Background: an optimization exercise with open tools, aiming at small area, a short achievable clock period and few clock cycles per item. Do not read the settings as production practice.
The RTL was checked by simulation tests, not by an equivalence proof against the original design.

==> run a <==
## modular_inverse_euclid_core
module modular_inverse_euclid_core #(
   parameter int unsigned DATA_WIDTH = 63
) (
   input  wire logic                               clock,
   input  wire logic                               reset,
   input  wire logic                               req_valid,
   output logic                                    req_ready,
   input  wire logic [DATA_WIDTH-1:0]              req_value,
   input  wire logic [DATA_WIDTH-1:0]              req_modulus,
   output logic                                    rsp_valid,
   input  wire logic                               rsp_ready,
   output logic [DATA_WIDTH-1:0]                   rsp_inverse,
   output logic [mie_pkg::STATUS_WIDTH-1:0]        rsp_status
);
   localparam int unsigned CW = 6;    
   localparam logic [CW-1:0] J0 = 6'b000001;
   function automatic logic [CW-1:0] j_up(input logic [CW-1:0] x);
      j_up = {x[4:0], x[5] ^ x[4]};
   endfunction
   function automatic logic [CW-1:0] j_dn(input logic [CW-1:0] x);
      j_dn = {x[0] ^ x[5], x[5:1]};
   endfunction
   localparam logic [1:0] PH_RUN  = 2'd0;    
   localparam logic [1:0] PH_FIX1 = 2'd1;    
   localparam logic [1:0] PH_FIX2 = 2'd2;    
   logic                  busy_ff, busy_in;
   logic                  ov_ff, ov_in;
   logic [1:0]            ph_ff, ph_in;
   logic                  align_ff, align_in;
   logic                  first_ff, first_in;
   logic                  neg_ff, neg_in;
   logic                  fail_ff, fail_in;
   logic [CW-1:0]         j_ff, j_in;
   logic [DATA_WIDTH-1:0] a_ff, a_in, b_ff, b_in;
  ...
Settings: LEC_CHECK=0, CAP_MARGIN=20, CORE_MARGIN=2, CORE_UTILIZATION=50, SETUP_SLACK_MARGIN=2.5, SLEW_MARGIN=20, TNS_END_PERCENT=0; clock period 6.0 ns.
run.sh (not shown) runs the stock make flow with config.mk's settings and CLKGATE_MAP_FILE= SYNTH_SCRIPT=/design/flow/synth_recipe.tcl, a recipe that flattens the netlist after the stock synthesis.
==> run b (differences from run a) <==
--- a/flow/design.v
+++ b/flow/design.v
@@ -24,14 +24,26 @@
    localparam logic [CW-1:0] J0 = 6'b000001;
    function automatic logic [CW-1:0] j_up(input logic [CW-1:0] x);
       j_up = {x[4:0], x[5] ^ x[4]};
    endfunction
    function automatic logic [CW-1:0] j_dn(input logic [CW-1:0] x);
       j_dn = {x[0] ^ x[5], x[5:1]};
    endfunction
+   function automatic logic ge64(input logic [63:0] x, input logic [63:0] y);
+      logic [63:0] g, e;
+      g = x & ~y;
+      e = ~(x ^ y);
+      for (int w = 1; w < 64; w = w * 2) begin
+         for (int i = 0; i < 64; i = i + 2 * w) begin
+            g[i] = g[i+w] | (e[i+w] & g[i]);
+            e[i] = e[i+w] & e[i];
+         end
+      end
+      ge64 = g[0] | e[0];
+   endfunction
    localparam logic [1:0] PH_RUN  = 2'd0;    
    localparam logic [1:0] PH_FIX1 = 2'd1;    
    localparam logic [1:0] PH_FIX2 = 2'd2;    
    logic                  busy_ff, busy_in;
    logic                  ov_ff, ov_in;
    logic [1:0]            ph_ff, ph_in;
    logic                  align_ff, align_in;
@@ -39,27 +51,25 @@
    logic                  neg_ff, neg_in;
    logic                  fail_ff, fail_in;
    logic [CW-1:0]         j_ff, j_in;
    logic [DATA_WIDTH-1:0] a_ff, a_in, b_ff, b_in;
    logic [DATA_WIDTH-1:0] ca_ff, ca_in, cb_ff, cb_in;
    logic [mie_pkg::STATUS_WIDTH-1:0] st_ff, st_in;
    logic [DATA_WIDTH:0]   s1;         
-   logic [DATA_WIDTH:0]   s2;         
    logic [DATA_WIDTH-1:0] sum;        
    logic [DATA_WIDTH:0]   sum_x;
    logic                  b_le_a, b2_le_a;
    logic                  b_zero, a_one, m_one;
    logic                  take;       
    logic                  hold_out;   
    assign s1      = {1'b0, a_ff} - {1'b0, b_ff};
-   assign s2      = {1'b0, a_ff} - {b_ff, 1'b0};
    assign sum_x   = {ca_ff, 1'b1} + {cb_ff, (ph_ff == PH_FIX2)};
    assign sum     = sum_x[DATA_WIDTH:1];
-   assign b_le_a  = !s1[DATA_WIDTH];
-   assign b2_le_a = !s2[DATA_WIDTH];
+   assign b_le_a  = ge64({1'b0, a_ff}, {1'b0, b_ff});
+   assign b2_le_a = ge64({1'b0, a_ff}, {b_ff, 1'b0});
    assign b_zero  = (b_ff == '0);
    assign a_one   = (a_ff == {{(DATA_WIDTH-1){1'b0}}, 1'b1});
    assign m_one   = (cb_ff == {{(DATA_WIDTH-1){1'b0}}, 1'b1});
    assign req_ready   = !busy_ff || (ph_ff == PH_FIX2 && !ov_ff);
    assign take        = req_valid && req_ready;
    assign hold_out    = ov_ff && !rsp_ready;
    assign rsp_valid   = ov_ff;
==> flow/flow/run.sh (new file) <==
#!/bin/bash
# The standard layout (standard.sh, the standard flow's own ORFS run, synthesis included
# and unchanged), except that the ports get plain buf_1 cells as their
# buffers instead of the clkdlybuf4s50_1 cells buffer_ports picks by itself.
# make's full output goes to standard_flow.log here; ORFS keeps each step's
# log under orfs/logs as usual.
set -euo pipefail
cd "$(dirname "${BASH_SOURCE[0]}")/.."
bash standard.sh "BUFFER_PORTS_ARGS=-buffer_cell sky130_fd_sc_hd__buf_1" finish \
   > standard_flow.log 2>&1
==> flow/standard.sh (new file) <==
#!/bin/bash
# synth_recipe.tcl (not shown) runs the flow's synth.tcl, then flattens the netlist and writes it again
# the make line also repeats each setting of config.mk as NAME=value (left out here)
make -C /OpenROAD-flow-scripts/flow DESIGN_CONFIG=/design/flow/config.mk WORK_HOME=/design/flow/orfs CLKGATE_MAP_FILE= SYNTH_SCRIPT=/design/flow/synth_recipe.tcl "${@:-finish}"
CORE_UTILIZATION = 30   (was 50)
removed: flow/run.sh
==> run c (differences from run a) <==
==> flow/design.v (replaced) <==
`default_nettype none
package mie_pkg;
   localparam int unsigned STATUS_WIDTH = 1;
   localparam logic [STATUS_WIDTH-1:0] STATUS_OK   = 1'b0;
   localparam logic [STATUS_WIDTH-1:0] STATUS_NONE = 1'b1;
endpackage
`default_nettype wire
`default_nettype none
module modular_inverse_euclid_core #(
   parameter int unsigned DATA_WIDTH = 63
) (
   input  wire logic                               clock,
   input  wire logic                               reset,
   input  wire logic                               req_valid,
   output logic                                    req_ready,
   input  wire logic [DATA_WIDTH-1:0]              req_value,
   input  wire logic [DATA_WIDTH-1:0]              req_modulus,
   output logic                                    rsp_valid,
   input  wire logic                               rsp_ready,
   output logic [DATA_WIDTH-1:0]                   rsp_inverse,
   output logic [mie_pkg::STATUS_WIDTH-1:0]        rsp_status
);
   localparam int unsigned CW = 6;    
   localparam logic [CW-1:0] J0 = 6'b000001;
   function automatic logic [CW-1:0] j_up(input logic [CW-1:0] x);
      j_up = {x[4:0], x[5] ^ x[4]};
   endfunction
   function automatic logic [CW-1:0] j_dn(input logic [CW-1:0] x);
      j_dn = {x[0] ^ x[5], x[5:1]};
   endfunction
   localparam logic [1:0] PH_RUN  = 2'd0;    
   localparam logic [1:0] PH_FIX1 = 2'd1;    
   localparam logic [1:0] PH_FIX2 = 2'd2;    
   logic                  busy_ff, busy_in;
   logic                  ov_ff, ov_in;
   logic [1:0]            ph_ff, ph_in;
   logic                  align_ff, align_in;
   logic                  first_ff, first_in;
   logic                  neg_ff, neg_in;
   logic                  fail_ff, fail_in;
   logic [CW-1:0]         j_ff, j_in;
   logic [DATA_WIDTH-1:0] a_ff, a_in, b_ff, b_in;
   logic [DATA_WIDTH-1:0] ca_ff, ca_in, cb_ff, cb_in;
   logic [mie_pkg::STATUS_WIDTH-1:0] st_ff, st_in;
   logic [DATA_WIDTH:0]   s1;         
   logic [DATA_WIDTH:0]   s2;         
   logic [DATA_WIDTH-1:0] sum;        
   logic                  b_le_a, b2_le_a;
   logic                  b_zero, a_one, m_one;
   logic                  take;       
   logic                  hold_out;   
   assign s1      = {1'b0, a_ff} - {1'b0, b_ff};
   assign s2      = {1'b0, a_ff} - {b_ff, 1'b0};
   assign sum     = ca_ff + cb_ff + {{(DATA_WIDTH-1){1'b0}}, (ph_ff == PH_FIX2)};
   assign b_le_a  = !s1[DATA_WIDTH];
   assign b2_le_a = !s2[DATA_WIDTH];
   assign b_zero  = (b_ff == '0);
   assign a_one   = (a_ff == {{(DATA_WIDTH-1){1'b0}}, 1'b1});
   assign m_one   = (cb_ff == {{(DATA_WIDTH-1){1'b0}}, 1'b1});
   assign req_ready   = !busy_ff || (ph_ff == PH_FIX2 && !ov_ff);
   assign take        = req_valid && req_ready;
   assign hold_out    = ov_ff && !rsp_ready;
   assign rsp_valid   = ov_ff;
   assign rsp_inverse = cb_ff;
   assign rsp_status  = st_ff;
   always_comb begin
      busy_in = busy_ff; ov_in = ov_ff; ph_in = ph_ff; align_in = align_ff;
      first_in = first_ff; neg_in = neg_ff; fail_in = fail_ff; j_in = j_ff;
      a_in = a_ff; b_in = b_ff; ca_in = ca_ff; cb_in = cb_ff; st_in = st_ff;
      if (ov_ff && rsp_ready) begin
         ov_in = 1'b0;
      end
      if (busy_ff) begin
         unique case (ph_ff)
            PH_RUN: begin
               if (align_ff && b_zero) begin
                  ph_in   = PH_FIX1;
                  fail_in = first_ff || !a_one;
                  if (neg_ff) begin
                     ca_in = ~ca_ff;
                  end
               end else if (align_ff && !b_ff[DATA_WIDTH-1] && b2_le_a) begin
                  b_in = {b_ff[DATA_WIDTH-2:0], 1'b0};
                  j_in = j_up(j_ff);
                  if (!first_ff) begin
                     cb_in = {cb_ff[DATA_WIDTH-2:0], 1'b0};
                  end
               end else if (j_ff != J0) begin
                  align_in = 1'b0;
                  if (b_le_a) begin
                     a_in = s1[DATA_WIDTH-1:0];
                     if (!first_ff) begin
                        ca_in = sum;
                     end
                  end
                  b_in = b_ff >> 1;
                  j_in = j_dn(j_ff);
                  if (!first_ff) begin
                     cb_in = cb_ff >> 1;
                  end
               end else if (!(first_ff && hold_out)) begin
                  align_in = 1'b1;
                  first_in = 1'b0;
                  neg_in   = !neg_ff;
                  a_in     = b_ff;
                  b_in     = b_le_a ? s1[DATA_WIDTH-1:0] : a_ff;
                  ca_in    = first_ff ? '0 : cb_ff;
                  cb_in    = (b_le_a && !first_ff) ? sum : ca_ff;
               end
            end
            PH_FIX1: begin
               ph_in = PH_FIX2;
            end
            default: begin
               if (!hold_out) begin
                  busy_in = 1'b0;
                  ov_in   = 1'b1;
                  st_in   = fail_ff ? mie_pkg::STATUS_NONE : mie_pkg::STATUS_OK;
                  if (fail_ff || m_one) begin
                     cb_in = '0;
                  end else if (neg_ff) begin
                     cb_in = sum;
                  end else begin
                     cb_in = ca_ff;
                  end
               end
            end
         endcase
      end
      if (take) begin
         busy_in  = 1'b1;
         ph_in    = PH_RUN;
         align_in = 1'b1;
         first_in = 1'b1;
         neg_in   = 1'b0;
         j_in     = J0;
         a_in     = req_value;
         b_in     = req_modulus;
         ca_in    = {{(DATA_WIDTH-1){1'b0}}, 1'b1};
      end
   end
   always_ff @(posedge clock) begin
      if (reset) begin
         busy_ff <= 1'b0;
         ov_ff   <= 1'b0;
      end else begin
         busy_ff <= busy_in;
         ov_ff   <= ov_in;
      end
      ph_ff <= ph_in; align_ff <= align_in; first_ff <= first_in;
      neg_ff <= neg_in; fail_ff <= fail_in; j_ff <= j_in;
      a_ff <= a_in; b_ff <= b_in; ca_ff <= ca_in; cb_ff <= cb_in;
      st_ff <= st_in;
   end
endmodule
`default_nettype wire
TNS_END_PERCENT = default   (was 0)
==> summary.txt <==
- Sequential share of layout area, lowest first: run c, run b, run a.
- Against run c, the clock skew of run a is lower by 23 ps.
- Against run b, the cell count of run c is higher by 2.9%.
- Critical path depth: run c is higher than run b (6).
- Fmax: run b > run a > run c.
- Against run c, the setup slack of run b is higher by 600 ps.
- Clock-buffer cell count: run b < run c < run a.
- Between run a and run b, the lower global-route usage is in run b (gap 13 points).
- Via count, highest first: run c, run b, run a.
- Non-clock buffer count, lowest first: run a, run b, run c.
==> figures <==
Number of buffers outside the clock class in the layout: run a 332; run b 361; run c 675
Outcome: run a finished clean; run b finished clean; run c finished clean
Total clock buffers created by CTS: run a 35; run b 34; run c 35
Net count of the mapped netlist: run a 3336; run b 3430; run c 3709
Wire length of the first global-routing pass: run a 150 mm; run b 163 mm; run c 187 mm
Ratio of layout area to synthesized area: run a 1.222x; run b 1.210x; run c 1.492x
Average detailed-routed wire length per instance: run a 25.9 um; run b 24.8 um; run c 30.6 um
Met3 GRT Util: run a 0.0709; run b 0.0502; run c 0.103
Xor and xnor area share after synthesis: run a 0.0423; run b 0.0394; run c 0.0361
Total half-perimeter wirelength after legalization and detailed placement: run a 63.9 mm; run b 72.8 mm; run c 75.3 mm
Routed vias/inst: run a 6.80; run b 6.09; run c 7.30
Cells after DPL: run a 3705; run b 4258; run c 4073
Antenna diode count: run a 0; run b 2; run c 4
Worst-path maximum fanout: run a 8; run b 61; run c 5
Area of the multi-input gates: run a 16400 um2; run b 17300 um2; run c 21400 um2
Width of the chip: run a 227 um; run b 295 um; run c 233 um
CP max-delay cell: run a sky130_fd_sc_hd__a2111o_2; run b sky130_fd_sc_hd__a2111oi_1; run c sky130_fd_sc_hd__o31a_1
Wire length on met3: run a 9.68 mm; run b 12.0 mm; run c 19.2 mm
Total wire length: run a 101 mm; run b 110 mm; run c 140 mm
Cts repair resizes: run a 142; run b 206; run c 519
Testbench counts of run a, summed over its fixed seeds: cycles 314,341, items 2,400.
Testbench counts of run b, summed over its fixed seeds: cycles 314,341, items 2,400.
Testbench counts of run c, summed over its fixed seeds: cycles 314,341, items 2,400.

what the ideal ports hide:
In the flow no input, the clock included, has a driving cell. The finished layouts below were timed again as built, in two steps. Step 1, drivers: a clkbuf_16 drives clock and a buf_2 each remaining input, both assumed. Step 2 also shifts input and output timing later by t, the mid clock arrival at the registers, as if the neighbouring blocks saw the same clock. a / b / c = ideal ports / drivers / drivers and shift; a / b = the first two.
| run | shift t [ns] | setup WS [ns] | worst setup path at the end | slew at the worst register clock pin (ns) | worst slew at a driven data input, ns |
|---|---|---|---|---|---|
| run a | 0.624 | 2.050 / 2.050 / 1.908 | input to register | 0.07 / 0.07 | 0.07 |
| run b | 0.619 | 2.259 / 2.259 / 2.085 | input to register | 0.07 / 0.07 | 0.11 |
| run c | 0.653 | 1.659 / 1.659 / 1.659 | register to register | 0.07 / 0.07 | 0.11 |
After both steps setup and hold are still met in every run listed. The setup slack of run b, which loses most, moves by 0.000 ns with the drivers and by -0.174 ns with both steps.
